This is an optimization exercise on Yosys and OpenROAD, whose aim is small area, a short achievable clock period and few clock cycles per item, not a production implementation. RTL that was checked went through simulation tests only; none was proved equivalent to the original. For runs 4 to 6, only the layout was checked, not whether the RTL still works. Power is estimated from default activity; no workload was simulated.

[design.v]
`timescale 1ns/100ps
`default_nettype none
module cm_top #(
    parameter logic [31:0] RF_BADDR = 32'd0      
) (
    input  wire         clk,
    input  wire         rst_n,
    input  wire  [31:0] rf_addr,
    input  wire         rf_wr,
    input  wire  [31:0] rf_cfg,
    output logic [31:0] rf_sts,
    output logic        mem_ce,
    output logic        mem_we,
    output logic [31:0] mem_addr,
    output logic [7:0]  mem_wr_data,
    input  wire  [7:0]  mem_rd_data
);
    logic sel_op1, sel_op2, sel_res, sel_nop, sel_start, sel_sts;
    logic [31:0] rf_q;
    assign sel_start = rf_wr & (rf_addr == RF_BADDR + 32'd4);
    assign sel_sts   = rf_wr & (rf_addr == RF_BADDR + 32'd5);
    always_ff @(posedge clk or negedge rst_n) begin
        if (!rst_n) begin
            sel_op1 <= 1'b0;
            sel_op2 <= 1'b0;
            sel_res <= 1'b0;
            sel_nop <= 1'b0;
        end else begin
            sel_op1 <= rf_wr & (rf_addr == RF_BADDR + 32'd0);
            sel_op2 <= rf_wr & (rf_addr == RF_BADDR + 32'd1);
            sel_res <= rf_wr & (rf_addr == RF_BADDR + 32'd2);
            sel_nop <= rf_wr & (rf_addr == RF_BADDR + 32'd3);
        end
    end
    always_ff @(posedge clk)
        rf_q <= rf_cfg;
    logic        running;        
    logic        done_q;         
    logic [10:1] s;              
    logic        first;          
    logic        second;         
    logic        last;           
    logic        rot;            
    logic        rz;             
    logic        ait;            
    logic        bit_q;          
    logic        b0;             
    logic [31:0] rd_cnt;         
    logic [31:0] nop_q;
    logic        go, pend, finish;
    logic        r_n, f_n, l_n;
    logic [10:1] s_n;
    assign go     = sel_start & rf_cfg[0] & ~running;
    assign pend   = first ? s[7] : s[10];                      
    assign finish = last & s[10];
    always_comb begin
        r_n = running;
        f_n = first;
        l_n = last;
        s_n = 10'd1;
        if (!running) begin
            if (go) begin
                r_n = 1'b1;
                f_n = 1'b1;
                l_n = 1'b0;
            end
        end else if (finish) begin
            r_n = 1'b0;
        end else if (pend) begin
            f_n = 1'b0;
            l_n = rz;
        end else if (last && !second && s[1]) begin
            s_n = 10'd1 << 4;                                    
        end else begin
            s_n = {s[9:1], 1'b0};
        end
    end
    always_ff @(posedge clk or negedge rst_n) begin
        if (!rst_n) begin
            running <= 1'b0;
            done_q  <= 1'b0;
            s       <= 10'd1;
            first   <= 1'b0;
            second  <= 1'b0;
            last    <= 1'b0;
            rot     <= 1'b0;
            ait     <= 1'b0;
            bit_q   <= 1'b0;
            b0      <= 1'b0;
            mem_ce  <= 1'b0;
            mem_we  <= 1'b0;
        end else begin
            if (sel_sts)
                done_q <= 1'b0;
            else if (running && finish)
                done_q <= 1'b1;
            running <= r_n;
            first   <= f_n;
            last    <= l_n;
            s       <= s_n;
            if (!running)
                second <= 1'b0;
            else if (pend)
                second <= first;
            rot     <= running & (((s[1] | s[3]) & ~last) |
                                  (first & s[6] & ~rz) |
                                  (~first & s[9] & (last | ~rz)));
            ait     <= running & (((s[6] | s[7] | s[8] | s[9]) & ~last) |
                                  (second & (s[1] | s[2])));
            bit_q   <= ait;
            b0      <= running & s[7] & ~last;
            mem_ce  <= r_n & ((|s_n[4:1]) ? ~l_n : ~f_n);
            mem_we  <= ~(|s_n[4:1]);
        end
    end
    always_ff @(posedge clk) begin
        if (sel_nop)
            nop_q <= rf_q;
        if (!running)
            rd_cnt <= 32'd0;
        else if (s[1] && !last)
            rd_cnt <= rd_cnt + 32'd1;
        rz <= (rd_cnt == nop_q);
    end
    assign rf_sts = {31'd0, done_q};
    logic [31:0] b_p, c_p, inc;
    assign inc = mem_addr + {31'd0, mem_ce};
    always_ff @(posedge clk or negedge rst_n) begin
        if (!rst_n) begin
            mem_addr <= 32'd0;
            b_p      <= 32'd0;
            c_p      <= 32'd0;
        end else begin
            if (sel_op1)
                mem_addr <= rf_q;
            else if (rot)
                mem_addr <= b_p;
            else
                mem_addr <= inc;
            if (sel_op2)
                b_p <= rf_q;
            else if (rot)
                b_p <= c_p;
            if (sel_res)
                c_p <= rf_q;
            else if (rot)
                c_p <= inc;
        end
    end
    logic [7:0] s_q, x1, y1, x2r, y2r, x2n, y2n;
    assign x2n = s[4] ? {mem_rd_data[3:0], mem_rd_data[7:4]} : {x2r[1:0], x2r[7:2]};
    assign y2n = s[5] ? {mem_rd_data[5:0], mem_rd_data[7:6]} : {y2r[1:0], y2r[7:2]};
    always_ff @(posedge clk) begin
        s_q <= mem_rd_data;                                       
        if (s[3]) begin
            x1 <= s_q;
            y1 <= mem_rd_data;
        end
        x2r <= x2n;
        y2r <= y2n;
    end
    function automatic logic [2:0] bdec(input logic [2:0] w);
        bdec = {w[2],
                (w[2] & ~w[1] & ~w[0]) | (~w[2] & w[1] & w[0]),
                w[1] ^ w[0]};
    endfunction
    function automatic logic [11:0] bterm(input logic [7:0] m, input logic [2:0] d, input logic inv);
        logic        neg;
        logic [10:0] mag;
        neg = d[2] ^ inv;
        mag = d[0] ? {{3{m[7]}}, m} : (d[1] ? {{2{m[7]}}, m, 1'b0} : 11'd0);
        bterm = {neg, mag ^ {11{neg}}};
    endfunction
    logic [2:0] dx, dy;              
    always_ff @(posedge clk) begin
        dx <= bdec({x2n[1:0], x2n[7] & ~s[6]});
        dy <= bdec({y2n[1:0], y2n[7] & ~s[6]});
    end
    logic [11:0] ta, tb, tc, td;
    logic [10:0] abx, aby;
    logic        cbx, cby;
    assign ta = bterm(x1, dx, 1'b0);
    assign tb = bterm(y1, dy, 1'b1);
    assign tc = bterm(x1, dy, 1'b0);
    assign td = bterm(y1, dx, 1'b0);
    always_ff @(posedge clk) begin
        abx <= ta[10:0] + tb[10:0] + {10'd0, ta[11]};
        cbx <= tb[11];
        aby <= tc[10:0] + td[10:0] + {10'd0, tc[11]};
        cby <= td[11];
    end
    logic [8:0]  px, py;
    logic [7:0]  lx, ly, lyn;
    logic [10:0] tx, ty;
    assign tx  = (b0 ? 11'd0 : {{2{px[8]}}, px}) + abx + {10'd0, cbx};
    assign ty  = (b0 ? 11'd0 : {{2{py[8]}}, py}) + aby + {10'd0, cby};
    assign lyn = bit_q ? {ty[1:0], ly[7:2]} : ly;
    always_ff @(posedge clk) begin
        if (bit_q) begin
            px <= tx[10:2];
            py <= ty[10:2];
            lx <= {tx[1:0], lx[7:2]};
            ly <= lyn;
        end
    end
    always_ff @(posedge clk) begin
        if (s[4] || (s[1] && last))
            mem_wr_data <= lyn;
        else if (s[5])
            mem_wr_data <= py[7:0];
        else if (s[6])
            mem_wr_data <= {8{py[8]}};
        else if (s[7])
            mem_wr_data <= lx;
        else if (s[8])
            mem_wr_data <= px[7:0];
        else if (s[9])
            mem_wr_data <= {8{mem_wr_data[7]}};
    end
endmodule
`default_nettype wire
[flow/run.sh]
#!/bin/bash
# Standard layout, with plain buffers (instead of delay buffers) on the ports.
export BUFFER_PORTS_ARGS="-buffer_cell sky130_fd_sc_hd__buf_2"
bash standard.sh > standard.log 2>&1
[standard.sh]
#!/bin/bash
# synth_recipe.tcl (not shown) runs the flow's synth.tcl, then flattens the netlist and writes it again
# the make line also repeats each setting of config.mk as NAME=value (left out here)
make -C /OpenROAD-flow-scripts/flow DESIGN_CONFIG=/design/flow/config.mk WORK_HOME=/design/flow/orfs CLKGATE_MAP_FILE= SYNTH_SCRIPT=/design/flow/synth_recipe.tcl "${@:-finish}"
[config.mk]
export PLATFORM = sky130hd
export DESIGN_NAME = cm_top
export DESIGN_NICKNAME = cm_top
export VERILOG_FILES = /design/flow/design.v
export SDC_FILE = /design/flow/constraint.sdc
export NUM_CORES = 4
export LEC_CHECK = 0
export ABC_CLOCK_PERIOD_IN_PS = 1800
export CAP_MARGIN = 20
export CORE_MARGIN = 2
export CORE_UTILIZATION = 40
export PLACE_DENSITY = 0.6
export SETUP_SLACK_MARGIN = 2.65
export SLEW_MARGIN = 20
[constraint.sdc]
create_clock -name core_clock -period 5.0 [get_ports {clk}]
set_input_delay 1.0000 -clock core_clock [delete_from_list [all_inputs] [get_ports {clk}]]
set_output_delay 1.0000 -clock core_clock [all_outputs]
set_load 0.01 [all_outputs]
==> flow_summary.ini, run 1 <==
[run_status]
outcome = finished clean

[sta]
fin_crit_ns = 2.37
slew_headroom_pct = 31.8
rsz0062_at_grt = yes
tightest_slew_ns = 1.02
fmax_mhz = 422
slew_viol_final = 0
timing.final.crit_share_pct = 47.4
finalSetupViolCount = 0
hold_viol_final = 0
finClkSkew_ns = 0.0206
final.setup.tns_ns = 0

[floorplanning]
die_y_um = 201
die_area_mm2 = 0.0404
initial_core_util_pct = 40.3
ios = 149
rows = 72
coreArea_mm2 = 0.0385
die_w_um = 201

[synth]
synth_edf_count = 90
syn_inst = 1446
yosys_warnings = 1
synth-seq-cells = 328
ys_seq_area_share_pct = 52.0
avgSynthCellArea_um2 = 10.7
ys_types = 79
synthFlopType = dfrtp_1
netlist_area_mm2 = 0.0155
async_flop_share_pct = 36.9

[setup_path]
critPathTopFamily = simple AND/OR/NAND/NOR gates
cp_cell_sequence = nor2b_4, buf_4, a22oi_1, xnor2_1, ha_1, buf_6, nand4_1, nor4_4, o31ai_2, buf_4, buf_4, a21oi_1
rr_startpoint = dx[1]
required_ns = 5.44
crit_type = reg2reg
crit_path_end_kind = register
reg2regPathDepth = 12
cp_max_fo = 4
critPathArrivalTime_ns = 2.81
critPathLaunchType = register
cpPeakStageDelay_ns = 0.39
crit_slowest_cell = ha_1
path_common_cell = buf_4
ff2ff_setup_slack_ns = 2.63
cp.buffers_inverters = 4
timing.rr.end = abx[7]

[clocking]
cts_made_buffers = 37
htreeDepth = 2
cts_buffer_depth = 3
clock_latency_ns = 0.52
ctsHoldBuffers = 0
cts-root-buf = clkbuf_16
cts.sinks = 328
cts_tree = built
clkTransAtPathRegs_ns = 0.06

[min_path]
whs_path_depth = 0
hold-path-endpoint = bit_q
hold_path_startpoint = ait
min_path_type = reg2reg

[run]
max-cap-violations = 0

[drt]
first_pass_iters = 5
ant_nets = 0
viasPerCell = 5.24
drt_iter0_drc = 740
drc = 0
wire_per_inst_um = 17.9
routed_wl_um = 38100
route.vias.total = 11100

[global_routing]
antenna_found_initial = 1
grtUsageTotal_pct = 18.5
gr-total-overflow = 0
grt_pass1_vias = 10800
grt_pass1_wl_um = 60200
grt_max_degree = 65

[power]
ir_worst_vdd_v = 0.000244
powerDensity_mw_per_mm2 = 301
p_leak_uw = 0.00736
finalPower_uw = 5480

[placement]
place_congestion = 0.829
place.port_buffers = 117
dp.cells = 2030
place_area_mm2 = 0.0165
hpwlAfterDp_um = 25700

[final_layout]
postLayoutCellArea_mm2 = 0.0182
fin_nets = 1697
fin_util_pct = 47.3
n_antenna_cell = 0
fillCellCount = 3576
fin_cells = 2125
seqCellArea_mm2 = 0.00810
layout-drive-gt1-share_pct = 19.9
area_delta_synth_final_pct = 17.2
multi_input_area_mm2 = 0.00719
[how the worst max path moves through the flow]
stage | from | endpoint | slack (ns) | cells after the start
global route | dx[1] | abx[9] | 2.52 | 10
global placement | x2r[1] | aby[10] | 2.17 | 10
detailed placement | dy[0] | aby[7] | 2.05 | 9
finish | dx[1] | abx[7] | 2.63 | 12
CTS | b0 | py[7] | 2.58 | 8
floorplan | dx[0] | aby[7] | 2.66 | 10
[synthesized netlist by cell type, types with 5 or more instances]
library cell    n  area, µm²
a211oi_1       10       75.1
a21boi_0        5       37.5
a21oi_1        59        295
a22oi_1        36        270
and2_1         10       62.6
and3_1         13       81.3
buf_2           9       45.0
buf_4          32        240
clkbuf_1       44        165
dfrtp_1       120       3000
dfxtp_1       117       2340
edfxtp_1       90       2700
fa_1            6        120
ha_1           37        463
inv_1          37        139
mux2_2         21        236
mux2i_1        58        581
nand2_1       106        398
nand2b_1       10       62.6
nand3_1        27        135
nand4_1        25        156
nor2_1         82        308
nor2b_1        38        238
nor3_1         27        135
nor3b_1        20        150
nor4_1         19        119
o211ai_1        5       37.5
o21a_1          6       45.0
o21ai_0       102        510
o22ai_1        21        131
o31ai_1         6       45.0
or2_2           9       56.3
or3_1          10       62.6
or4_1           5       37.5
xnor2_1        81        709
xor2_1         72        631
[power by group]
group / leakage [µW] / switching (µW) / internal, µW
sequential: 0.00341 / 23.0 / 2750
combinational: 0.00335 / 45.8 / 23.2
clock: 0.000594 / 1080 / 1550
[placed cells by master (no fill, tap or decap), types with 13 or more instances in the layout]
cell and instances:
dfrtp_1 116, buf_2 116, dfxtp_1 111, nand2_1 104
o21ai_0 96, edfxtp_1 90, xnor2_1 81, nor2_1 80
xor2_1 72, mux2i_1 58, a21oi_1 54, clkbuf_16 39
inv_1 37, ha_1 36, conb_1 31, a22oi_1 30
buf_4 30, nor2b_1 29, nand3_1 27, nor3_1 26
nand4_1 25, o22ai_1 21, mux2_2 21, nor3b_1 20
nor4_1 16, and3_1 13
[worst reg2reg max path, cell delays in order, from the launching register on]
cell,delay [ns]
dfxtp_2,0.34
nor2b_4,0.22
buf_4,0.15
a22oi_1,0.07
xnor2_1,0.14
ha_1,0.39
buf_6,0.13
nand4_1,0.14
nor4_4,0.24
o31ai_2,0.12
buf_4,0.14
buf_4,0.12
a21oi_1,0.10
[flip-flops by register name, indices dropped and copies added (netlist names), 9 cells and up]
name / count
rd_cnt: 32
b_p: 32
abx: 11
s: 10
nop_q: 32
rf_q: 32
py: 9
c_p: 32
mem_addr: 32
px: 9
aby: 11
[timing repair]
| item | in CTS | in global routing |
|---|---|---|
| cloned | 0 | 0 |
| endpoints found under the setup margin | 32 | 51 |
| gates resized for setup | 24 | 53 |
| buffers inserted | 16 | 12 |
| pin swaps | 14 | 28 |
[routing by layer]
metal	part of all wire (%)	track usage (%)
met1	49	27.2
met2	43	27.9
met4	2.3	5.24
met5	0	0
met3	5.6	3.34
[metrics by stage]
step | hold WS [ns] | worst slack (ns)
2_1_floorplan | 0.331 | 2.66
3_5_place_dp | 0.336 | 2.05
3_3_place_gp | 0.334 | 2.17
4_1_cts | 0.349 | 2.58
5_1_grt | 0.353 | 2.52
6_report | 0.346 | 2.63
[cell type report]
class / instances / area share, %
multi-input cells: 1018 / 39.5
repair buffers: 154 / 5.02
well taps: 518 / 3.56
flip-flops and latches: 328 / 44.5
inverters: 40 / 0.825
clock buffers: 55 / 6.13
clock inverters: 12 / 0.406
[cells by family (layout without fill, tap and decap cells)]
logic type,after synthesis,in the layout,share of synthesized area (%)
DFF,328,328,52.0
buffers and inverters,130,261,4.04
adders and majority gates,43,43,3.76
xor gates and xnor gates,153,153,8.64
other,1,31,0.0242
and+or+nand+nor,427,427,15.0
muxes,79,79,5.27
AOI/OAI and AO/OA,285,285,11.2
Testbench counts, summed over its fixed seeds: cycles 15,065, ops 1,445.
==> inputs of run 2 (changes only) <==
--- a/config.mk
+++ b/config.mk
@@ -7,3 +7,2 @@
 export LEC_CHECK = 0
-export ABC_CLOCK_PERIOD_IN_PS = 1800
 export CAP_MARGIN = 20
@@ -11,2 +10,3 @@
 export CORE_UTILIZATION = 40
+export GPL_TIMING_DRIVEN = 1
 export PLACE_DENSITY = 0.6
==> run 2 against run 1 <==
Sequential power barely moved. Critical path depth stayed put. Clock-buffer cell count stayed put. Worst hold slack unchanged. Area after synthesis stayed put. Critical endpoint unchanged. Largest cell class unchanged.
==> flow_summary.ini, run 2 <==
[run_status]
outcome = finished clean

[clocking]
cts_tree = built
cts.sinks = 328
cts-root-buf = clkbuf_16
clkTransAtPathRegs_ns = 0.06
htreeDepth = 2
ctsHoldBuffers = 0
cts_buffer_depth = 3
clock_latency_ns = 0.52
cts_made_buffers = 37

[placement]
place_area_mm2 = 0.0165
dp.cells = 2030
place.port_buffers = 117
place_congestion = 0.829
place_ws_ns = 2.05
hpwlAfterDp_um = 25700

[final_layout]
fin_cells = 2125
n_antenna_cell = 0
layout-drive-gt1-share_pct = 19.9
postLayoutCellArea_mm2 = 0.0182
fin_nets = 1697
final_cell_mix = 116 x dfrtp_1, 116 x buf_2, 111 x dfxtp_1
area_delta_synth_final_pct = 17.2

[min_path]
min_path_type = reg2reg
hold_path_startpoint = ait

[sta]
finalSetupViolCount = 0
final.setup.tns_ns = 0
hold_slack_ns = 0.346
fmax_mhz = 422
rsz0062_at_grt = yes
hold_viol_final = 0
timing.final.crit_share_pct = 47.4
finClkSkew_ns = 0.0206
fin_crit_ns = 2.37
setup_slack_ns = 2.63
slew_headroom_pct = 31.8
slew_viol_final = 0
tightest_slew_ns = 1.02

[power]
p_leak_uw = 0.00736
powerDensity_mw_per_mm2 = 301
ir_worst_vdd_v = 0.000244

[setup_path]
critPathTopFamily = simple AND/OR/NAND/NOR gates
cp-startpoint = dx[1]
cp_cell_sequence = nor2b_4, buf_4, a22oi_1, xnor2_1, ha_1, buf_6, nand4_1, nor4_4, o31ai_2, buf_4, buf_4, a21oi_1
cp_max_fo = 4
crit_slowest_cell = ha_1
required_ns = 5.44
critPathArrivalTime_ns = 2.81
crit_type = reg2reg
path_common_cell = buf_4
cp.buffers_inverters = 4
cpPeakStageDelay_ns = 0.39
crit_path_end_kind = register
rr_startpoint = dx[1]
critPathLaunchType = register

[drt]
ant_nets = 0
first_pass_iters = 5
route.vias.total = 11100
wire_per_inst_um = 17.9
drt_iter0_drc = 740
viasPerCell = 5.24
routed_wl_um = 38100
drc = 0

[synth]
synth_edf_count = 90
yosys_warnings = 1
synth-seq-cells = 328
ys_types = 79
yosysTopAreaCell = dfrtp_1
synthFlopType = dfrtp_1
async_flop_share_pct = 36.9
ys_seq_area_share_pct = 52.0
netlist_area_mm2 = 0.0155
netlist_top_cells_area = dfrtp_1 19%, edfxtp_1 17%, dfxtp_1 15%
synthTopCellsByCount = 120 x dfrtp_1, 117 x dfxtp_1, 106 x nand2_1, 102 x o21ai_0, 90 x edfxtp_1
yosys.area.top_type_share_pct = 19.4
avgSynthCellArea_um2 = 10.7
syn_inst = 1446
yosysMostFrequentCell = dfrtp_1

[global_routing]
antenna_found_initial = 1
grtUsageTotal_pct = 18.5
grt_pass1_vias = 10800
grt_max_degree = 65
grt_pass1_wl_um = 60200
gr-total-overflow = 0

[floorplanning]
initial_core_util_pct = 40.3
die_y_um = 201
rows = 72
die_w_um = 201
coreArea_mm2 = 0.0385
die_area_mm2 = 0.0404
ios = 149

[run]
max-cap-violations = 0
-- run 2: cell counts in the layout (fill, tap and decap cells not counted) --
No cell type changed its count.
-- run 2: cells by family after synthesis --
family	count (synthesis)	synth area share, %
AO/OA/AOI/OAI	285	11.2
XOR/XNOR	153	8.64
adder cells (fa/ha/maj)	43	3.76
buffers and inverters	130	4.04
flip-flops	328	52.0
multiplexers	79	5.27
other	1	0.0242
AND/OR/NAND/NOR	427	15.0
-- run 2: stage by stage --
step	total power (µW)	util, %
6_report	5480	47.3
5_1_grt	5660	47.3
4_1_cts	5540	46.5
3_5_place_dp	2900	42.9
3_3_place_gp	2900	42.9
2_1_floorplan	2850	-
-- run 2: power breakdown --
group | internal, µW | total [µW] | switching [µW]
clock network | 1550 | 2640 | 1080
registers | 2750 | 2770 | 23.0
logic | 23.2 | 68.9 | 45.8
total | 4330 | 5480 | 1150
-- run 2: layout make-up --
type	instances	area [µm²]
clock buffer	55	1120
fill	3576	20300
multi-input combinational	1018	7190
clock inverter	12	73.8
inverter	40	150
timing repair buffer	154	913
sequential	328	8100
tap	518	648
-- run 2: final timing paths --
| check | to | slack (ns) | cells past startpoint |
|---|---|---|---|
| min | bit_q | 0.35 | 0 |
| min reg2reg | bit_q | 0.35 | 0 |
| max reg2reg | abx[7] | 2.63 | 12 |
| min in group asynchronous | b_p[15] | 0.49 | 1 |
| max | abx[7] | 2.63 | 12 |
| max in group asynchronous | b_p[31] | 3.52 | 2 |
-- run 2: repair_timing --
item | CTS | global route
hold endpoints to repair | 0 | 0
pin swaps | 14 | 28
resized for setup | 24 | 53
setup buffers | 16 | 12
endpoints found under the setup margin | 32 | 51
-- run 2: routing by layer --
layer	GRT usage [%]	routed length [µm]
met1	27.2	18600
met4	5.24	865
met3	3.34	2140
met2	27.9	16400
met5	0	0
==> inputs of run 3 (changes only) <==
--- a/config.mk
+++ b/config.mk
@@ -9,5 +9,4 @@
 export CORE_MARGIN = 2
-export CORE_UTILIZATION = 40
-export GPL_TIMING_DRIVEN = 1
-export PLACE_DENSITY = 0.6
+export CORE_UTILIZATION = 55
+export PLACE_DENSITY = 0.7
 export SETUP_SLACK_MARGIN = 2.65
==> run 3 against run 2 <==
Sequential power hardly changed. Critical path type unchanged. Critical path depth fell by 1. Routed wire length down 3.4%. Highest routed layer unchanged. Register-to-register slack worse by 0.09 ns. First-iteration DRC count rose by 33%. Maximum frequency decreased by 3.7%. Largest cell class unchanged. Sequential share of layout area is 0.13 points higher. Clock power hardly changed.
==> flow_summary.ini, run 3 <==
[run_status]
outcome = finished clean

[synth]
netlist_area_mm2 = 0.0155
synth-seq-cells = 328
yosys_warnings = 1
yosys.area.top_type_share_pct = 19.4
syn_inst = 1446
yosysMostFrequentCell = dfrtp_1
netlist_top_cells_area = dfrtp_1 19%, edfxtp_1 17%, dfxtp_1 15%
synthTopCellsByCount = 120 x dfrtp_1, 117 x dfxtp_1, 106 x nand2_1, 102 x o21ai_0, 90 x edfxtp_1
async_flop_share_pct = 36.9
avgSynthCellArea_um2 = 10.7
ys_types = 79
synthFlopType = dfrtp_1
synth_edf_count = 90
yosysTopAreaCell = dfrtp_1
ys_seq_area_share_pct = 52.0

[drt]
viasPerCell = 5.70
ant_nets = 0
first_pass_iters = 5
drc = 0
drt_iter0_drc = 986
route.vias.total = 11400
wire_per_inst_um = 18.4
routed_wl_um = 36800

[final_layout]
layout-drive-gt1-share_pct = 21.0
n_antenna_cell = 0
fillCellCount = 2190
fin_cells = 1998
final_common_cell = buf_2
final_cell_mix = 118 x buf_2, 115 x dfrtp_1, 111 x dfxtp_1
fin_nets = 1712
area_delta_synth_final_pct = 16.9
fin_util_pct = 65.3

[clocking]
ctsHoldBuffers = 0
clkTransAtPathRegs_ns = 0.06
clock_latency_ns = 0.53
cts_buffer_depth = 3
cts.sinks = 328
cts-root-buf = clkbuf_16
htreeDepth = 2
cts_tree = built
cts_made_buffers = 35

[setup_path]
crit_path_end_kind = register
crit_type = reg2reg
critPathArrivalTime_ns = 2.84
required_ns = 5.38
reg2regPathDepth = 11
cp_max_fo = 7
critPathLaunchType = register

[placement]
hpwlAfterDp_um = 24500
dp.cells = 1891
place.port_buffers = 117
place_congestion = 0.857

[power]
powerDensity_mw_per_mm2 = 302
ir_worst_vdd_v = 0.000217
finalPower_uw = 5480
p_leak_uw = 0.00744

[floorplanning]
rows = 61
die_w_um = 172
ios = 149
initial_core_util_pct = 55.9
coreArea_mm2 = 0.0278
die_area_mm2 = 0.0296
die_y_um = 172

[sta]
rsz0062_at_grt = yes
timing.final.crit_share_pct = 49.3
hold_viol_final = 0
hold_slack_ns = 0.350
tightest_slew_ns = 1.05
fin_crit_ns = 2.46
slew_viol_final = 0
finalSetupViolCount = 0
finClkSkew_ns = 0.0310
final.setup.tns_ns = 0
slew_headroom_pct = 29.5
fmax_mhz = 406

[run]
max-cap-violations = 0

[min_path]
whs_path_depth = 0
min_path_type = reg2reg

[global_routing]
grt_pass1_wl_um = 56300
antenna_found_initial = 0
gr-total-overflow = 0
grt_max_degree = 66
grt_pass1_vias = 10600
grtUsageTotal_pct = 24.3
-- run 3: path summary, 6_finish.rpt --
check | start | end | slack [ns]
max in group asynchronous | rst_n | b_p[6] | 3.42
worst min register to register | ait | bit_q | 0.35
min in group asynchronous | rst_n | b_p[16] | 0.60
worst max register to register | dy[0] | aby[7] | 2.54
worst min-delay path | ait | bit_q | 0.35
worst max-delay path | dy[0] | aby[7] | 2.54
-- run 3: final cells by class --
type                       count  area, µm²  area share (%)
clock buffer                  49       1050            5.80
clock inverter                14        143           0.786
timing repair buffer         171       1020            5.64
sequential                   328       8100            44.7
inverter                      40        151           0.835
multi-input combinational   1018       7190            39.7
tap                          378        473            2.61
-- run 3: cells by family after synthesis --
kind of cell | count (synthesis) | synth area share (%)
buffers and inverters | 130 | 4.04
AOI/OAI and AO/OA | 285 | 11.2
adders and majority gates | 43 | 3.76
DFF | 328 | 52.0
muxes | 79 | 5.27
other | 1 | 0.0242
xor gates and xnor gates | 153 | 8.64
and+or+nand+nor | 427 | 15.0
-- run 3: metal layers --
| layer | share of wire [%] | track usage [%] |
|---|---|---|
| met1 | 46 | 35.6 |
| met5 | 0 | 0 |
| met4 | 2.0 | 6.25 |
| met3 | 7.1 | 4.62 |
| met2 | 45 | 37.3 |
-- run 3: critical path: stages (launching register included) --
cell	delay, ns
dfxtp_4	0.37
nor2b_4	0.16
buf_4	0.14
a22oi_2	0.06
xnor2_1	0.17
buf_4	0.15
ha_1	0.30
nand4_1	0.13
a21oi_2	0.23
nor4b_4	0.09
o211a_1	0.21
or3_1	0.35
-- run 3: where the power goes --
part / total, µW / leakage, µW / switching [µW] / internal, µW
Clock: 2640 / 0.000596 / 1060 / 1580
Combinational: 67.1 / 0.00343 / 44.0 / 23.1
Sequential: 2770 / 0.00341 / 22.8 / 2750
-- run 3: per-stage QoR --
stage,cell area (µm²),worst slack [ns]
after global routing,18100,2.41
final,18100,2.54
after CTS,17700,2.56
after floorplan,15700,2.66
after detailed placement,16300,2.09
after global placement,16300,2.17
-- run 3: timing repair --
| action | 4_1_cts | 5_1_grt |
|---|---|---|
| setup buffers | 17 | 27 |
| resized for setup | 26 | 54 |
| gates cloned | 0 | 0 |
| pin swaps | 10 | 33 |
| endpoints found under the setup margin | 36 | 43 |
==> inputs of run 4 (changes only) <==
--- a/design.v
+++ b/design.v
@@ -170,3 +170,3 @@
         neg = d[2] ^ inv;
-        mag = d[0] ? {{3{m[7]}}, m} : (d[1] ? {{2{m[7]}}, m, 1'b0} : 11'd0);
+        mag = ({11{d[0]}} & {{3{m[7]}}, m}) | ({11{d[1]}} & {{2{m[7]}}, m, 1'b0});
         bterm = {neg, mag ^ {11{neg}}};
--- a/config.mk
+++ b/config.mk
@@ -9,4 +9,4 @@
 export CORE_MARGIN = 2
-export CORE_UTILIZATION = 55
-export PLACE_DENSITY = 0.7
+export CORE_UTILIZATION = 40
+export PLACE_DENSITY = 0.6
 export SETUP_SLACK_MARGIN = 2.65
==> run 4 against run 3 <==
Synthesized cell count fell by 0.55%. Clock power rose by 5%. Worst hold slack barely moved. Clock-buffer cell count did not move.
==> flow_summary.ini, run 4 <==
[run_status]
outcome = finished clean

[sta]
rsz0062_at_grt = yes
slew_viol_final = 0
timing.final.crit_share_pct = 50.1
final.setup.tns_ns = 0
slew_headroom_pct = 35.1
finClkSkew_ns = 0.0164
finalSetupViolCount = 0
fmax_mhz = 399
hold_viol_final = 0
fin_crit_ns = 2.51
tightest_slew_ns = 0.973

[run]
max-cap-violations = 0

[synth]
yosys_warnings = 1
async_flop_share_pct = 36.9
synth-seq-cells = 328
netlist_area_mm2 = 0.0154
yosysTopAreaCell = dfrtp_1
syn_inst = 1438
netlist_top_cells_area = dfrtp_1 20%, edfxtp_1 18%, dfxtp_1 15%
ys_seq_area_share_pct = 52.5
synth_edf_count = 90
yosys.area.top_type_share_pct = 19.5
yosysMostFrequentCell = o21ai_0
ys_types = 65
avgSynthCellArea_um2 = 10.7
synthTopCellsByCount = 130 x o21ai_0, 128 x nand2_1, 120 x dfrtp_1, 117 x dfxtp_1, 90 x edfxtp_1
synthFlopType = dfrtp_1

[floorplanning]
initial_core_util_pct = 40.7
die_y_um = 200
die_w_um = 200
ios = 149
coreArea_mm2 = 0.0378
die_area_mm2 = 0.0400
rows = 71

[min_path]
hold_path_startpoint = ait
hold-path-endpoint = bit_q
whs_path_depth = 0
min_path_type = reg2reg

[final_layout]
fin_util_pct = 47.7
fin_nets = 1684
seqCellArea_mm2 = 0.00811
final_cell_mix = 126 x nand2_1, 121 x o21ai_0, 116 x buf_2
final_common_cell = nand2_1
multi_input_area_mm2 = 0.00705
fin_cells = 2105
layout-drive-gt1-share_pct = 19.1
area_delta_synth_final_pct = 17.2
fillCellCount = 3469
n_antenna_cell = 0

[drt]
route.vias.total = 10700
ant_nets = 0
drc = 0
viasPerCell = 5.08
drt_iter0_drc = 609
routed_wl_um = 35600
wire_per_inst_um = 16.9
first_pass_iters = 5

[power]
ir_worst_vdd_v = 0.000285
p_leak_uw = 0.00739
powerDensity_mw_per_mm2 = 312

[clocking]
clkTransAtPathRegs_ns = 0.06
cts_buffer_depth = 3
cts_made_buffers = 36
htreeDepth = 2
clock_latency_ns = 0.53
cts_tree = built
cts.sinks = 328
cts-root-buf = clkbuf_16

[setup_path]
crit_type = reg2reg
crit_path_end_kind = register
timing.rr.end = px[6]
cp-startpoint = b0
cp.buffers_inverters = 4
critPathLaunchType = register
crit_slowest_cell = dfrtp_2
cp_max_fo = 4
cp_cell_sequence = buf_4, buf_6, nand2b_4, fa_2, inv_1, fa_2, a21o_1, a21oi_2, nor2b_2, o22a_1, buf_4, xor2_1
critPathTopFamily = compound AO/OA/AOI/OAI gates
ff2ff_setup_slack_ns = 2.49
rr_startpoint = b0
reg2regPathDepth = 12
required_ns = 5.28
cpPeakStageDelay_ns = 0.40
critPathArrivalTime_ns = 2.79

[global_routing]
grt_pass1_wl_um = 55700
grt_max_degree = 71
grtUsageTotal_pct = 17.7
gr-total-overflow = 0
grt_pass1_vias = 10400
antenna_found_initial = 0

[placement]
dp.cells = 2014
place.port_buffers = 117
place_congestion = 0.811
hpwlAfterDp_um = 24400
[run 4: cell families after synthesis]
group	share of synthesized area, %
buffers and inverters	3.98
DFF	52.5
AOI/OAI and AO/OA	10.4
muxes	6.80
other	0.0244
adders and majority gates	3.79
and+or+nand+nor	13.5
xor gates and xnor gates	9.00
[run 4: power breakdown]
group          internal [µW]  total, µW  leakage [µW]  switching (µW)
logic                   23.1       67.9       0.00339            44.8
registers               2750       2770       0.00341            22.4
clock network           1710       2780      0.000591            1070
[run 4: timing repair]
item,4_1_cts,5_1_grt
hold buffers,0,0
pin swaps,8,23
buffers inserted,13,12
setup endpoints to repair,23,35
gates resized for setup,22,58
[run 4: worst max path at each step]
stage                    to  slack (ns)  cells past startpoint
detailed placement  abx[10]        2.27                     10
finish                px[6]        2.49                     12
global route          py[8]        2.33                      9
floorplan             py[8]        2.45                     10
global placement    abx[10]        2.35                     10
CTS                   py[8]        2.49                      9
[run 4: routing by layer]
layer | wire [µm] | track usage, % | up-vias | share of wire, %
li1 | - | - | 5271 | -
met1 | 17300 | 25.5 | 5117 | 48
met4 | 838 | 5.49 | 0 | 2.4
met2 | 15900 | 27.6 | 247 | 45
met3 | 1600 | 2.76 | 51 | 4.5
met5 | 0 | 0 | - | 0
[run 4: through the flow]
step | cell area [µm²] | worst slack, ns | hold slack, ns | power [µW]
after floorplan | 15500 | 2.45 | 0.331 | 2850
after global placement | 16300 | 2.35 | 0.335 | 2900
after detailed placement | 16300 | 2.27 | 0.340 | 2900
after CTS | 17700 | 2.49 | 0.352 | 5690
after global routing | 18000 | 2.33 | 0.370 | 5810
final | 18000 | 2.49 | 0.350 | 5620
[run 4: layout make-up]
class,instances,share of cell area (%)
Multi-Input combinational cell,1015,39.1
Inverter,34,0.708
Clock inverter,17,1.38
Sequential cell,328,45.0
Tap cell,511,3.55
Timing Repair Buffer,151,4.76
Clock buffer,49,5.50
==> inputs of run 5 (changes only) <==
--- a/config.mk
+++ b/config.mk
@@ -11,3 +11,3 @@
 export PLACE_DENSITY = 0.6
-export SETUP_SLACK_MARGIN = 2.65
+export SETUP_SLACK_MARGIN = 2.75
 export SLEW_MARGIN = 20
==> run 5 against run 4 <==
Still clean. Combinational power is 0.7% higher. Sequential power is essentially flat. Flip-flop and latch count stayed put. Critical path depth is 3 lower. Non-clock buffer count rose by 9. Largest cell class unchanged.
==> flow_summary.ini, run 5 <==
[drt]
first_pass_iters = 5
ant_nets = 0
viasPerCell = 5.05
wire_per_inst_um = 16.7
drc = 0
drt_iter0_drc = 648
route.vias.total = 10700
routed_wl_um = 35300

[clocking]
htreeDepth = 2
cts-root-buf = clkbuf_16
clock_latency_ns = 0.54
cts_made_buffers = 37
cts_buffer_depth = 3
cts.sinks = 328
clkTransAtPathRegs_ns = 0.06
cts_tree = built

[placement]
hpwlAfterDp_um = 24200
place_area_mm2 = 0.0164
place_congestion = 0.807
place.port_buffers = 117

[power]
p_leak_uw = 0.00745
powerDensity_mw_per_mm2 = 310
ir_worst_vdd_v = 0.000239
finalPower_uw = 5610

[sta]
tightest_slew_ns = 0.907
timing.final.crit_share_pct = 50.1
rsz0062_at_grt = yes
final.setup.tns_ns = 0
slew_headroom_pct = 39.5
hold_viol_final = 0
fin_crit_ns = 2.51
slew_viol_final = 0
fmax_mhz = 399
finalSetupViolCount = 0
finClkSkew_ns = 0.0244

[synth]
async_flop_share_pct = 36.9
netlist_area_mm2 = 0.0154
avgSynthCellArea_um2 = 10.7
yosysTopAreaCell = dfrtp_1
ys_seq_area_share_pct = 52.5
netlist_top_cells_area = dfrtp_1 20%, edfxtp_1 18%, dfxtp_1 15%
synthTopCellsByCount = 130 x o21ai_0, 128 x nand2_1, 120 x dfrtp_1, 117 x dfxtp_1, 90 x edfxtp_1
synth_edf_count = 90
yosysMostFrequentCell = o21ai_0
yosys_warnings = 1
ys_types = 65
synth-seq-cells = 328
syn_inst = 1438
synthFlopType = dfrtp_1
yosys.area.top_type_share_pct = 19.5

[setup_path]
cp_max_fo = 3
cpPeakStageDelay_ns = 0.43
critPathLaunchType = register
required_ns = 5.32
ff2ff_setup_slack_ns = 2.49
crit_type = reg2reg
crit_path_end_kind = register
path_common_cell = fa_2
crit_slowest_cell = dfrtp_2
critPathArrivalTime_ns = 2.83
cp_cell_sequence = nand2b_4, fa_2, fa_2, nor2b_2, o21ai_2, a21oi_2, o41ai_4, mux2i_1, a2111oi_1

[floorplanning]
ios = 149
die_area_mm2 = 0.0400
coreArea_mm2 = 0.0378
die_w_um = 200
initial_core_util_pct = 40.7
rows = 71
die_y_um = 200

[global_routing]
grtUsageTotal_pct = 17.7
grt_pass1_vias = 10500
gr-total-overflow = 0
antenna_found_initial = 1
grt_pass1_wl_um = 56000
grt_max_degree = 65

[final_layout]
postLayoutCellArea_mm2 = 0.0181
fin_nets = 1694
area_delta_synth_final_pct = 17.9
fin_util_pct = 48.0
fillCellCount = 3410
layout-drive-gt1-share_pct = 20.0
seqCellArea_mm2 = 0.00811
final_cell_mix = 125 x nand2_1, 123 x o21ai_0, 116 x buf_2
multi_input_area_mm2 = 0.00707
final_common_cell = nand2_1

[run]
max-cap-violations = 0

[min_path]
min_path_type = reg2reg

[run_status]
outcome = finished clean
-- run 5: changes by cell type in the layout (fill, tap and decap cells not counted), sizes merged --
| cell | delta |
|---|---|
| bufinv | -1 |
| diode | +1 |
| clkinvlp | -1 |
| inv | -1 |
| clkinv | +9 |
| buf | +9 |
| clkbuf | -4 |
-- run 5: logic make-up after synthesis --
kind of cell,Yosys count,synth area share (%)
adder cells (fa/ha/maj),43,3.79
flip-flops,328,52.5
other,1,0.0244
XOR/XNOR,158,9.00
buffers and inverters,125,3.98
multiplexers,102,6.80
AND/OR/NAND/NOR,414,13.5
AO/OA/AOI/OAI,267,10.4
-- run 5: what timing repair did --
item	in CTS	in global routing
resized for setup	33	44
pin swaps	14	23
setup buffers	23	10
endpoints found under the setup margin	33	45
hold buffers	0	0
cloned	0	0
-- run 5: per-stage QoR --
step,setup WS (ns),std cells,hold WS (ns)
final,2.49,2117,0.345
after global routing,2.41,2116,0.367
after CTS,2.53,2106,0.349
after detailed placement,2.17,2015,0.336
after global placement,2.22,2015,0.332
after floorplan,2.48,1468,0.331
-- run 5: critical path: cells and delay by family (launching register included) --
family / cells / cell delay, ns
flops: 1 / 0.43
compound gates: 4 / 0.75
simple gates: 2 / 0.28
mux: 1 / 0.13
fa+ha+maj: 2 / 0.71
-- run 5: routing by layer --
layer / vias to the layer above / global-route usage [%] / wire, µm
li1: 5303 / - / -
met1: 5110 / 25.3 / 16700
met2: 235 / 28.0 / 16300
met3: 52 / 2.86 / 1560
met4: 0 / 5.08 / 690
met5: - / 0 / 0
-- run 5: power by group --
group / internal, µW / switching (µW)
clock: 1660 / 1110
sequential: 2750 / 21.8
combinational: 23.2 / 45.2
-- run 5: final timing paths --
path | start | end | cells past startpoint
setup / recovery | b0 | py[8] | 9
hold / removal | ait | bit_q | 0
hold reg to reg | ait | bit_q | 0
max in group asynchronous | rst_n | c_p[30] | 2
min in group asynchronous | rst_n | b_p[1] | 1
setup reg to reg | b0 | py[8] | 9
-- run 5: layout make-up --
class,count,area share (%)
inverters,34,0.704
clock buffers,45,5.38
clock inverters,23,1.50
diodes,1,0.0138
multi-input cells,1015,39.0
well taps,511,3.53
flip-flops and latches,328,44.7
repair buffers,160,5.15
==> inputs of run 6 (changes only) <==
--- a/config.mk
+++ b/config.mk
@@ -10,4 +10,4 @@
 export CORE_UTILIZATION = 40
-export PLACE_DENSITY = 0.6
-export SETUP_SLACK_MARGIN = 2.75
+export PLACE_DENSITY = 0.65
+export SETUP_SLACK_MARGIN = 2.65
 export SLEW_MARGIN = 20
==> run 6 against run 5 <==
Critical path type unchanged. Critical path depth unchanged. Total power is 0.82% lower. Highest routed layer unchanged. First-iteration DRC count increased by 14%. Critical endpoint unchanged. Combinational power down 2%. Global-route usage fell by 0.077 points. Via count grew 0.35%.
==> flow_summary.ini, run 6 <==
[synth]
yosysMostFrequentCell = o21ai_0
ys_types = 65
ys_seq_area_share_pct = 52.5
synth-seq-cells = 328
yosys.area.top_type_share_pct = 19.5
async_flop_share_pct = 36.9
synthTopCellsByCount = 130 x o21ai_0, 128 x nand2_1, 120 x dfrtp_1, 117 x dfxtp_1, 90 x edfxtp_1
yosysTopAreaCell = dfrtp_1
syn_inst = 1438
netlist_area_mm2 = 0.0154
synthFlopType = dfrtp_1
netlist_top_cells_area = dfrtp_1 20%, edfxtp_1 18%, dfxtp_1 15%
yosys_warnings = 1
synth_edf_count = 90
avgSynthCellArea_um2 = 10.7

[placement]
hpwlAfterDp_um = 23900
place_ws_ns = 2.25
place.port_buffers = 117
place_congestion = 0.825

[sta]
hold_viol_final = 0
slew_viol_final = 0
finalSetupViolCount = 0
rsz0062_at_grt = yes
setup_slack_ns = 2.52
final.setup.tns_ns = 0
timing.final.crit_share_pct = 49.5
fmax_mhz = 404
slew_headroom_pct = 45.6
fin_crit_ns = 2.48
finClkSkew_ns = 0.0266
tightest_slew_ns = 0.816

[drt]
route.vias.total = 10700
wire_per_inst_um = 16.8
drt_iter0_drc = 740
ant_nets = 0
routed_wl_um = 35200
viasPerCell = 5.12
first_pass_iters = 5
drc = 0

[run]
max-cap-violations = 0

[min_path]
min_path_type = reg2reg

[clocking]
clkTransAtPathRegs_ns = 0.06
cts.sinks = 328
cts_made_buffers = 36
cts_tree = built
clock_latency_ns = 0.53
ctsHoldBuffers = 0
cts_buffer_depth = 3
cts-root-buf = clkbuf_16
htreeDepth = 2

[global_routing]
grt_pass1_wl_um = 55700
antenna_found_initial = 1
gr-total-overflow = 0
grtUsageTotal_pct = 17.7
grt_max_degree = 65
grt_pass1_vias = 10500

[final_layout]
area_delta_synth_final_pct = 16.2
fin_nets = 1676
multi_input_area_mm2 = 0.00697
final_cell_mix = 127 x nand2_1, 125 x o21ai_0, 116 x dfrtp_1, 116 x buf_2, 111 x dfxtp_1
seqCellArea_mm2 = 0.00810
final_common_cell = nand2_1
layout-drive-gt1-share_pct = 17.7
fillCellCount = 3442

[setup_path]
critPathArrivalTime_ns = 2.80
cp_max_fo = 3
crit_path_end_kind = register
required_ns = 5.33
crit_type = reg2reg
critPathLaunchType = register

[floorplanning]
rows = 71
die_w_um = 200
ios = 149
initial_core_util_pct = 40.7
coreArea_mm2 = 0.0378
die_area_mm2 = 0.0400
die_y_um = 200

[run_status]
outcome = finished clean

[power]
powerDensity_mw_per_mm2 = 312
ir_worst_vdd_v = 0.000222
p_leak_uw = 0.00734
==> run 6: timing repair <==
action / in CTS / in global routing
setup endpoints to repair: 56 / 34
pin swaps: 0 / 12
buffers inserted: 8 / 9
gates resized for setup: 19 / 37
==> run 6: worst paths after layout <==
kind                       startpoint           end  slack (ns)  cells after the start
setup / recovery                   b0         py[8]        2.52                      9
setup reg to reg                   b0         py[8]        2.52                      9
hold reg to reg                   ait         bit_q        0.35                      0
min in group asynchronous       rst_n        c_p[8]        0.46                      1
max in group asynchronous       rst_n  mem_addr[27]        3.43                      2
hold / removal                    ait         bit_q        0.35                      0
==> run 6: logic make-up after synthesis <==
kind of cell    share of synthesized area (%)
buf+inv                                  3.98
xor+xnor                                 9.00
fa+ha+maj                                3.79
compound gates                           10.4
flops                                    52.5
mux                                      6.80
simple gates                             13.5
other cells                            0.0244
==> run 6: area by class of cell <==
class,instances,share of cell area [%]
diodes,1,0.0140
clock buffers,46,5.45
clock inverters,19,1.37
inverters,34,0.728
multi-input cells,1015,39.0
flip-flops and latches,328,45.3
well taps,511,3.58
repair buffers,143,4.52
==> run 6: critical path, stage by stage (launching register included) <==
cell       delay, ns
dfrtp_2         0.42
nand2b_1        0.16
fa_2            0.35
fa_2            0.36
nor2b_1         0.11
o21ai_0         0.11
a21oi_2         0.22
o41ai_4         0.09
mux2i_1         0.15
a2111oi_2       0.31
==> run 6: where the power goes <==
group          internal (µW)  switching (µW)
sequential              2750            22.4
combinational           23.1            44.2
clock                   1650            1080
==> run 6: layer usage <==
metal / up-vias / track usage (%) / share of wire (%) / wire, µm
li1: 5250 / - / - / -
met1: 5194 / 24.8 / 47 / 16700
met4: 0 / 5.19 / 2.0 / 702
met5: - / 0 / 0 / 0
met3: 46 / 2.82 / 4.6 / 1610
met2: 247 / 28.3 / 46 / 16300
==> run 6: metrics by stage <==
step	util, %	hold slack, ns	instances	total power (µW)	instance area, µm²
3_3_place_gp	43.2	0.335	2014	2900	16300
4_1_cts	46.8	0.349	2087	5640	17700
2_1_floorplan	-	0.331	1468	2850	15500
3_5_place_dp	43.2	0.338	2014	2900	16300
5_1_grt	47.3	0.371	2096	5750	17900
6_report	47.3	0.347	2097	5570	17900
==> inputs of run 7 (changes only) <==
--- a/design.v
+++ b/design.v
@@ -170,3 +170,3 @@
         neg = d[2] ^ inv;
-        mag = ({11{d[0]}} & {{3{m[7]}}, m}) | ({11{d[1]}} & {{2{m[7]}}, m, 1'b0});
+        mag = d[0] ? {{3{m[7]}}, m} : (d[1] ? {{2{m[7]}}, m, 1'b0} : 11'd0);
         bterm = {neg, mag ^ {11{neg}}};
--- a/config.mk
+++ b/config.mk
@@ -10,3 +10,4 @@
 export CORE_UTILIZATION = 40
-export PLACE_DENSITY = 0.65
+export CTS_BUF_LIST = sky130_fd_sc_hd__clkbuf_4 sky130_fd_sc_hd__clkbuf_8
+export PLACE_DENSITY = 0.6
 export SETUP_SLACK_MARGIN = 2.65
==> run 7 against run 6 <==
Die area grew 0.90%. Register-to-register slack gained 0.07 ns. First-iteration DRC count grew 1.5%. Flip-flop and latch count is the same. Setup slack gained 0.066 ns. Sequential share of layout area shrank 1.3 points. Clock skew grew 0.0084 ns. Critical path depth grew 2. Synthesized cell count grew 0.56%. Critical path type unchanged. Critical endpoint is now abx[7]. Largest power group unchanged.
==> flow_summary.ini, run 7 <==
[sta]
fmax_mhz = 415
rsz0062_at_grt = yes
slew_headroom_pct = 31.5
hold_slack_ns = 0.347
slew_viol_final = 0
timing.final.crit_share_pct = 48.2
fin_crit_ns = 2.41
finalSetupViolCount = 0
finClkSkew_ns = 0.0350
hold_viol_final = 0
final.setup.tns_ns = 0
tightest_slew_ns = 1.02

[synth]
yosys_warnings = 1
yosysMostFrequentCell = dfrtp_1
netlist_area_mm2 = 0.0155
synthTopCellsByCount = 120 x dfrtp_1, 117 x dfxtp_1, 106 x nand2_1, 102 x o21ai_0, 90 x edfxtp_1
synthAdderAreaFrac_pct = 3.76
synth_compound_area_share_pct = 11.2
yosysTopAreaCell = dfrtp_1
synth-seq-cells = 328
synth_edf_count = 90
avgSynthCellArea_um2 = 10.7
syn_inst = 1446
synth_top_family_by_area = simple AND/OR/NAND/NOR gates
synth.mux.area_fraction_pct = 5.27
ys_seq_area_share_pct = 52.0
synth-xor-area-share_pct = 8.64
yosys.area.top_type_share_pct = 19.4
synthFlopType = dfrtp_1
ys_types = 79
async_flop_share_pct = 36.9
netlist_top_cells_area = dfrtp_1 19%, edfxtp_1 17%, dfxtp_1 15%
synth-simple-area-share_pct = 15.0

[setup_path]
crit_path_end_kind = register
path_common_cell = buf_6
cp_max_fo = 3
critPathArrivalTime_ns = 2.90
crit_type = reg2reg
critPathTopFamily = compound AO/OA/AOI/OAI gates
cpPeakStageDelay_ns = 0.46
crit_slowest_cell = edfxtp_1
critPathLaunchType = register
cp.buffers_inverters = 3
required_ns = 5.48
cp_cell_sequence = buf_6, a22oi_2, xnor2_1, ha_2, buf_6, nand4_1, nor4_4, o31ai_2, a21boi_1, buf_4, a21oi_1

[clocking]
clkTransAtPathRegs_ns = 0.06
cts.sinks = 328
ctsHoldBuffers = 0
cts_tree = built
cts_made_buffers = 56
clock_latency_ns = 0.62
htreeDepth = 2
cts_buffer_depth = 3
cts-root-buf = clkbuf_8

[final_layout]
area_delta_synth_final_pct = 18.7
fin_util_pct = 47.9
n_antenna_cell = 0
final_cell_mix = 118 x buf_2, 114 x dfrtp_1, 111 x dfxtp_1
fin_nets = 1734
final_common_cell = buf_2
postLayoutCellArea_mm2 = 0.0184
layout-drive-gt1-share_pct = 24.1

[floorplanning]
die_w_um = 201
coreArea_mm2 = 0.0385
ios = 149
rows = 72
initial_core_util_pct = 40.3
die_y_um = 201
die_area_mm2 = 0.0404

[drt]
first_pass_iters = 5
viasPerCell = 5.18
drt_iter0_drc = 751
routed_wl_um = 38600
route.vias.total = 11300
ant_nets = 0
drc = 0
wire_per_inst_um = 17.7

[run_status]
outcome = finished clean

[global_routing]
grtUsageTotal_pct = 18.7
grtUsageMet1_pct = 27.1
gr-max-usage-layer = met2
gr-total-overflow = 0
grt_pass1_vias = 11100
grt_util_met3_pct = 3.69
grt_use_met2_pct = 27.8
antenna_found_initial = 1
grt_max_degree = 65
grt_pass1_wl_um = 60500

[min_path]
min_path_type = reg2reg

[placement]
place_area_mm2 = 0.0165
place.port_buffers = 117
hpwlAfterDp_um = 25700
place_congestion = 0.829

[run]
max-cap-violations = 0

[power]
ir_worst_vdd_v = 0.000229
powerDensity_mw_per_mm2 = 297
finalPower_uw = 5480
p_leak_uw = 0.00754
==> run 7: changes by cell type in the layout (fill, tap and decap cells not counted), moves of 20 or more <==
cell / change
buf_4: +21
clkbuf_16: -37
nand2_1: -23
clkbuf_4: +25
mux2i_1: -24
clkbuf_8: +66
o21ai_0: -30
nor3b_1: +20
==> run 7: cells by family (layout without fill, tap and decap cells) <==
group / after synthesis / count (layout)
AOI/OAI and AO/OA: 285 / 285
xor gates and xnor gates: 153 / 153
adders and majority gates: 43 / 43
buffers and inverters: 130 / 318
DFF: 328 / 328
muxes: 79 / 79
other: 1 / 31
and+or+nand+nor: 427 / 427
==> run 7: metal layers <==
layer,vias up,wire length [µm]
li1,5457,-
met1,5456,18700
met2,319,16700
met3,79,2170
met4,0,1020
met5,-,0
==> run 7: worst register-to-register path, stage by stage, from the launching register on <==
cell,delay [ns]
edfxtp_1,0.46
buf_6,0.16
a22oi_2,0.20
xnor2_1,0.13
ha_2,0.39
buf_6,0.12
nand4_1,0.14
nor4_4,0.24
o31ai_2,0.11
a21boi_1,0.18
buf_4,0.13
a21oi_1,0.03
==> run 7: area by class of cell <==
| type | count | area [µm²] |
|---|---|---|
| timing repair buffer | 172 | 1030 |
| sequential | 328 | 8110 |
| inverter | 40 | 154 |
| multi-input combinational | 1018 | 7230 |
| fill | 3571 | 20100 |
| clock inverter | 13 | 133 |
| tap | 518 | 648 |
| clock buffer | 93 | 1120 |
==> run 7: per-stage QoR <==
stage | std cells | setup slack, ns
2_1_floorplan | 1476 | 2.66
3_3_place_gp | 2030 | 2.17
3_5_place_dp | 2030 | 2.05
4_1_cts | 2155 | 2.57
5_1_grt | 2182 | 2.48
6_report | 2182 | 2.59
==> run 7: timing repair <==
item | in CTS | in global routing
cloned | 0 | 0
setup buffers | 19 | 27
endpoints found under the setup margin | 35 | 45
resized for setup | 24 | 73
pin swaps | 9 | 40
==> run 7: path summary, 6_finish.rpt <==
path	slack, ns	cells past startpoint	end	startpoint
max in group asynchronous	3.64	2	b_p[28]	rst_n
hold reg to reg	0.35	0	bit_q	ait
setup / recovery	2.59	11	abx[7]	y1[2]
hold / removal	0.35	0	bit_q	ait
setup reg to reg	2.59	11	abx[7]	y1[2]
min in group asynchronous	0.39	1	c_p[15]	rst_n
==> run 7: power by group <==
part | internal (µW) | switching [µW] | leakage, µW
clock network | 1520 | 1120 | 0.000672
registers | 2750 | 23.1 | 0.00341
logic | 23.2 | 45.8 | 0.00345
Testbench counts of run 7, summed over its fixed seeds: cycles 15,065, ops 1,445.
==> inputs of run 8 (changes only) <==
--- a/config.mk
+++ b/config.mk
@@ -7,2 +7,3 @@
 export LEC_CHECK = 0
+export ABC_CLOCK_PERIOD_IN_PS = 2400
 export CAP_MARGIN = 20
@@ -10,3 +11,2 @@
 export CORE_UTILIZATION = 40
-export CTS_BUF_LIST = sky130_fd_sc_hd__clkbuf_4 sky130_fd_sc_hd__clkbuf_8
 export PLACE_DENSITY = 0.6
==> run 8 against run 7 <==
Die area unchanged. Clock skew down 0.014 ns. First-iteration DRC count down 1.5%. Setup slack improved by 0.041 ns. Core utilization shrank 0.58 points. Sequential share of layout area is 0.53 points higher. Global-route usage shrank 0.13 points. Largest cell class unchanged. Critical endpoint unchanged. Routed wire length shrank 1.3%. Area after synthesis stayed put. Cell count down 2.6%. Still clean. Total power barely moved. Design area down 1.2%. Critical path type unchanged.
==> flow_summary.ini, run 8 <==
[synth]
async_flop_share_pct = 36.9
yosys.area.top_type_share_pct = 19.4
syn_inst = 1446
ys_types = 79
ys_seq_area_share_pct = 52.0
synth-seq-cells = 328
synth_edf_count = 90
avgSynthCellArea_um2 = 10.7
yosysTopAreaCell = dfrtp_1
synthTopCellsByCount = 120 x dfrtp_1, 117 x dfxtp_1, 106 x nand2_1, 102 x o21ai_0, 90 x edfxtp_1
yosysMostFrequentCell = dfrtp_1
netlist_area_mm2 = 0.0155
synthFlopType = dfrtp_1
yosys_warnings = 1
netlist_top_cells_area = dfrtp_1 19%, edfxtp_1 17%, dfxtp_1 15%

[power]
ir_worst_vdd_v = 0.000244
p_int_uw = 4330
clkPwrFrac_pct = 48.1
power_frac_seq_pct = 50.6
powerDensity_mw_per_mm2 = 301
swShare_pct = 21.0
p_sw_uw = 1150
p_leak_uw = 0.00736
pwr-share-comb_pct = 1.3

[drt]
routed_wl_um = 38100
ant_nets = 0
drc = 0
first_pass_iters = 5
route.vias.total = 11100
drt_iter0_drc = 740
wire_per_inst_um = 17.9
viasPerCell = 5.24

[setup_path]
cp_max_fo = 4
critPathArrivalTime_ns = 2.81
required_ns = 5.44
crit_type = reg2reg
crit_path_end_kind = register
critPathLaunchType = register

[run]
max-cap-violations = 0

[clocking]
cts_tree = built
clkTransAtPathRegs_ns = 0.06
cts_buffer_depth = 3
clock_latency_ns = 0.52
cts-root-buf = clkbuf_16
cts.sinks = 328
htreeDepth = 2
cts_made_buffers = 37

[sta]
fmax_mhz = 422
timing.final.crit_share_pct = 47.4
fin_crit_ns = 2.37
slew_headroom_pct = 31.8
hold_slack_ns = 0.346
hold_viol_final = 0
tightest_slew_ns = 1.02
finClkSkew_ns = 0.0206
setup_slack_ns = 2.63
finalSetupViolCount = 0
rsz0062_at_grt = yes
final.setup.tns_ns = 0
slew_viol_final = 0

[final_layout]
area_delta_synth_final_pct = 17.2
postLayoutCellArea_mm2 = 0.0182
n_antenna_cell = 0
layout-drive-gt1-share_pct = 19.9
fin_nets = 1697
fin_cells = 2125
final_cell_mix = 116 x dfrtp_1, 116 x buf_2, 111 x dfxtp_1

[floorplanning]
rows = 72
die_y_um = 201
die_w_um = 201
ios = 149
initial_core_util_pct = 40.3
coreArea_mm2 = 0.0385
die_area_mm2 = 0.0404

[global_routing]
grt_max_degree = 65
antenna_found_initial = 1
grt_pass1_vias = 10800
gr-total-overflow = 0
grt_pass1_wl_um = 60200
grtUsageTotal_pct = 18.5

[placement]
place_ws_ns = 2.05
dp.cells = 2030
place.port_buffers = 117
place_area_mm2 = 0.0165
place_congestion = 0.829
hpwlAfterDp_um = 25700

[run_status]
outcome = finished clean

[min_path]
min_path_type = reg2reg
[run 8: metrics by stage]
step | utilization, % | power, µW
floorplan | - | 2850
global placement | 42.9 | 2900
detailed placement | 42.9 | 2900
CTS | 46.5 | 5540
global route | 47.3 | 5660
finish | 47.3 | 5480
[run 8: area by class of cell]
class | instances | area (µm²)
clock buffer | 55 | 1120
clock inverter | 12 | 73.8
fill | 3576 | 20300
inverter | 40 | 150
multi-input combinational | 1018 | 7190
sequential | 328 | 8100
tap | 518 | 648
timing repair buffer | 154 | 913
[run 8: worst max-delay path, stage by stage (launching register included)]
cell     delay, ns
dfxtp_2       0.34
nor2b_4       0.22
buf_4         0.15
a22oi_1       0.07
xnor2_1       0.14
ha_1          0.39
buf_6         0.13
nand4_1       0.14
nor4_4        0.24
o31ai_2       0.11
buf_4         0.14
buf_4         0.12
a21oi_1       0.10
[run 8: final timing paths]
path / end / cells after the start / slack (ns) / startpoint
worst max-delay path: abx[7] / 12 / 2.63 / dx[1]
worst min-delay path: bit_q / 0 / 0.35 / ait
worst max register to register: abx[7] / 12 / 2.63 / dx[1]
worst min register to register: bit_q / 0 / 0.35 / ait
max in group asynchronous: b_p[31] / 2 / 3.52 / rst_n
min in group asynchronous: b_p[15] / 1 / 0.49 / rst_n
[run 8: timing repair]
item                       CTS  global route
hold buffers                 0             0
pin swaps                   14            28
resized for setup           24            53
cloned                       0             0
setup endpoints to repair   32            51
setup buffers               16            12
[run 8: power by group through the flow]
stage	sequential, µW	combinational (µW)	clock, µW
after detailed placement	2830	71.0	0
after global routing	2770	77.7	2810
after floorplan	2820	30.5	0
after global placement	2830	70.2	0
after CTS	2770	71.4	2700
final	2770	68.9	2640
[run 8: logic make-up (layout without fill, tap and decap cells)]
| group | after synthesis | count (layout) | synth area share, % |
|---|---|---|---|
| xor+xnor | 153 | 153 | 8.64 |
| other cells | 1 | 31 | 0.0242 |
| simple gates | 427 | 427 | 15.0 |
| flops | 328 | 328 | 52.0 |
| mux | 79 | 79 | 5.27 |
| fa+ha+maj | 43 | 43 | 3.76 |
| compound gates | 285 | 285 | 11.2 |
| buf+inv | 130 | 261 | 4.04 |
[run 8: metal layers]
metal / GRT usage (%) / share of wire, % / up-vias
met5: 0 / 0 / -
met4: 5.24 / 2.3 / 0
met3: 3.34 / 5.6 / 61
met2: 27.9 / 43 / 312
met1: 27.2 / 49 / 5399
li1: - / - / 5363
==> inputs of run 9 (changes only) <==
==> flow/run.sh (replaced) <==
#!/bin/bash
# Standard layout, with plain buffers (instead of delay buffers) on the ports
# and power recovery (downsizing off the critical paths) after global routing.
export BUFFER_PORTS_ARGS="-buffer_cell sky130_fd_sc_hd__buf_2"
export RECOVER_POWER=100
bash standard.sh > standard.log 2>&1
--- a/config.mk
+++ b/config.mk
@@ -7,3 +7,2 @@
 export LEC_CHECK = 0
-export ABC_CLOCK_PERIOD_IN_PS = 2400
 export CAP_MARGIN = 20
==> run 9 against run 8 <==
Now fails the layout checks on capacitance limit, slew limit. First-iteration DRC count fell by 12%. Core utilization fell by 0.62 points. Total power barely moved. Die area unchanged. Flip-flop and latch count stayed put. Combinational power shrank 3%. Worst hold slack about the same. Setup slack lost 1.2 ns. Cell count is the same. Register-to-register slack got worse by 1.2 ns. Sequential power is essentially flat. Routed wire length down 0.17%.
==> flow_summary.ini, run 9 <==
[sta]
tightest_slew_ns = 2.59
final.setup.tns_ns = 0
fmax_mhz = 282
rsz0062_at_grt = yes
slew_headroom_pct = -72.6
finalSetupViolCount = 0
hold_viol_final = 0
timing.final.crit_share_pct = 70.9
slew_viol_final = 275
finClkSkew_ns = 0.0192
fin_crit_ns = 3.55

[setup_path]
critPathTopFamily = buffers and inverters
cp_cell_sequence = clkbuf_1, mux2i_1, o21ai_0
critPathLaunchType = register
cpPeakStageDelay_ns = 1.53
critPathArrivalTime_ns = 3.85
crit_type = reg2reg
cp_max_fo = 26
crit_path_end_kind = register
crit_slowest_cell = clkbuf_1
cp.buffers_inverters = 1
required_ns = 5.30

[drt]
drc = 0
wire_per_inst_um = 17.9
routed_wl_um = 38000
drt_iter0_drc = 654
viasPerCell = 5.23
route.vias.total = 11100
first_pass_iters = 5
ant_nets = 0

[global_routing]
grt_pass1_vias = 10800
antenna_found_initial = 1
grtUsageTotal_pct = 18.5
grt_use_met2_pct = 27.9
grt_util_met3_pct = 3.34
grt_pass1_wl_um = 60200
grt_max_degree = 65
gr-total-overflow = 0
grtUsageMet1_pct = 27.2
gr-max-usage-layer = met2

[synth]
ys_types = 79
netlist_area_mm2 = 0.0155
avgSynthCellArea_um2 = 10.7
synthFlopType = dfrtp_1
synth_edf_count = 90
netlist_top_cells_area = dfrtp_1 19%, edfxtp_1 17%, dfxtp_1 15%
async_flop_share_pct = 36.9
yosysTopAreaCell = dfrtp_1
synth-seq-cells = 328
synthTopCellsByCount = 120 x dfrtp_1, 117 x dfxtp_1, 106 x nand2_1, 102 x o21ai_0, 90 x edfxtp_1
syn_inst = 1446
ys_seq_area_share_pct = 52.0
yosys_warnings = 1
yosys.area.top_type_share_pct = 19.4
yosysMostFrequentCell = dfrtp_1

[placement]
place_congestion = 0.829
hpwlAfterDp_um = 25700
place.port_buffers = 117
place_area_mm2 = 0.0165
dp.cells = 2030

[clocking]
cts-root-buf = clkbuf_16
ctsHoldBuffers = 0
cts_tree = built
cts_buffer_depth = 3
cts.sinks = 328
cts_made_buffers = 37
clkTransAtPathRegs_ns = 0.06
htreeDepth = 2
clock_latency_ns = 0.52

[power]
ir_worst_vdd_v = 0.000242
powerDensity_mw_per_mm2 = 305
p_leak_uw = 0.00709

[floorplanning]
die_w_um = 201
rows = 72
die_area_mm2 = 0.0404
ios = 149
initial_core_util_pct = 40.3
coreArea_mm2 = 0.0385
die_y_um = 201

[final_layout]
seqCellArea_mm2 = 0.00809
final_common_cell = dfrtp_1
fin_cells = 2125
multi_input_area_mm2 = 0.00708
final_cell_mix = 118 x dfrtp_1, 113 x dfxtp_1, 105 x nand2_1
fin_nets = 1697
fin_util_pct = 46.7
postLayoutCellArea_mm2 = 0.0180
layout-drive-gt1-share_pct = 13.6
n_antenna_cell = 0
fillCellCount = 3643
area_delta_synth_final_pct = 15.7

[run]
max-cap-violations = 8

[run_status]
outcome = failed layout checks
check.faults = capacitance limit, slew limit

[min_path]
min_path_type = reg2reg
[run 9: cell counts after synthesis]
Identical to the previous run, type by type.
[run 9: per-layer routing]
layer | wire length (µm) | vias to the layer above | share of wire (%)
li1 | - | 5370 | -
met1 | 18500 | 5399 | 49
met2 | 16500 | 297 | 43
met3 | 2190 | 57 | 5.8
met4 | 843 | 0 | 2.2
met5 | 0 | - | 0
[run 9: path summary, 6_finish.rpt]
kind                       startpoint       to  slack (ns)  depth (start not counted)
setup / recovery                  rot  b_p[22]        1.45                          3
hold reg to reg                   ait    bit_q        0.35                          0
hold / removal                    ait    bit_q        0.35                          0
min in group asynchronous       rst_n  b_p[15]        1.28                          1
setup reg to reg                  rot  b_p[22]        1.45                          3
max in group asynchronous       rst_n       b0        1.89                          1
[run 9: kinds of logic after synthesis]
kind of cell    count (synthesis)  share of synthesized area, %
other cells                     1                        0.0242
simple gates                  427                          15.0
buf+inv                       130                          4.04
fa+ha+maj                      43                          3.76
flops                         328                          52.0
mux                            79                          5.27
xor+xnor                      153                          8.64
compound gates                285                          11.2
[run 9: stage by stage]
step / setup WS (ns) / hold slack (ns) / total power (µW)
after floorplan: 2.66 / 0.331 / 2850
after global placement: 2.17 / 0.334 / 2900
after detailed placement: 2.05 / 0.336 / 2900
after CTS: 2.58 / 0.349 / 5540
after global routing: 1.28 / 0.353 / 5660
final: 1.45 / 0.346 / 5480
[run 9: area by class of cell]
| cell class | count | share of cell area, % |
|---|---|---|
| Sequential cell | 328 | 45.1 |
| Multi-Input combinational cell | 1018 | 39.4 |
| Timing Repair Buffer | 154 | 4.43 |
| Clock buffer | 55 | 6.22 |
| Inverter | 40 | 0.836 |
| Tap cell | 518 | 3.61 |
| Clock inverter | 12 | 0.411 |
[run 9: power breakdown]
part / total [µW] / internal [µW] / switching, µW
clock: 2630 / 1550 / 1080
combinational: 67.0 / 21.4 / 45.6
sequential: 2770 / 2750 / 22.8
total: 5480 / 4320 / 1150
[run 9: what timing repair did]
item,CTS,global route
pin swaps,14,28
setup endpoints to repair,32,51
cloned,0,0
setup buffers,16,12
resized for setup,24,53

## port drivers added, routing unchanged
The results above use ideal ports. As a check the final layouts listed here were re-extracted and re-timed, cells and wires unchanged. Step 1 assumes that a clkbuf_16 drives the clock port and a buf_2 every other input. Step 2 adds t to the input delays and takes it off the output delays; t is the mean of the earliest and latest rising clock arrival at the registers after step 1. Input paths then give back, and output paths get back, about the clock's delay inside the block. Three values: ideal, step 1, step 2; two values: the first two.
| run | t, ns | setup slack, ns | worst hold slack (ns) | worst slew at a driven data input, ns | pins driven straight from the clock port |
|---|---|---|---|---|---|
| run 1 | 0.567 | 2.629 / 2.629 / 2.625 | 0.346 / 0.346 / 0.346 | 0.04 | 1 |
| run 2 | 0.567 | 2.629 / 2.629 / 2.625 | 0.346 / 0.346 / 0.346 | 0.04 | 1 |
| run 3 | 0.563 | 2.537 / 2.537 / 2.537 | 0.350 / 0.350 / 0.350 | 0.03 | 1 |
| run 4 | 0.575 | 2.493 / 2.493 / 2.493 | 0.350 / 0.350 / 0.350 | 0.07 | 1 |
| run 5 | 0.579 | 2.493 / 2.493 / 2.493 | 0.345 / 0.345 / 0.345 | 0.07 | 1 |
| run 6 | 0.567 | 2.523 / 2.523 / 2.523 | 0.347 / 0.347 / 0.347 | 0.05 | 1 |
| run 7 | 0.649 | 2.588 / 2.588 / 2.588 | 0.347 / 0.347 / 0.347 | 0.04 | 1 |
| run 8 | 0.567 | 2.629 / 2.629 / 2.625 | 0.346 / 0.346 / 0.346 | 0.04 | 1 |
| run 9 | 0.568 | 1.455 / 1.455 / 1.328 | 0.346 / 0.346 / 0.346 | 0.04 | 1 |
The setup slack of run 9, which loses most, moves by 0.000 ns with the drivers and by -0.127 ns with both steps. Setup slack includes reset recovery checks.
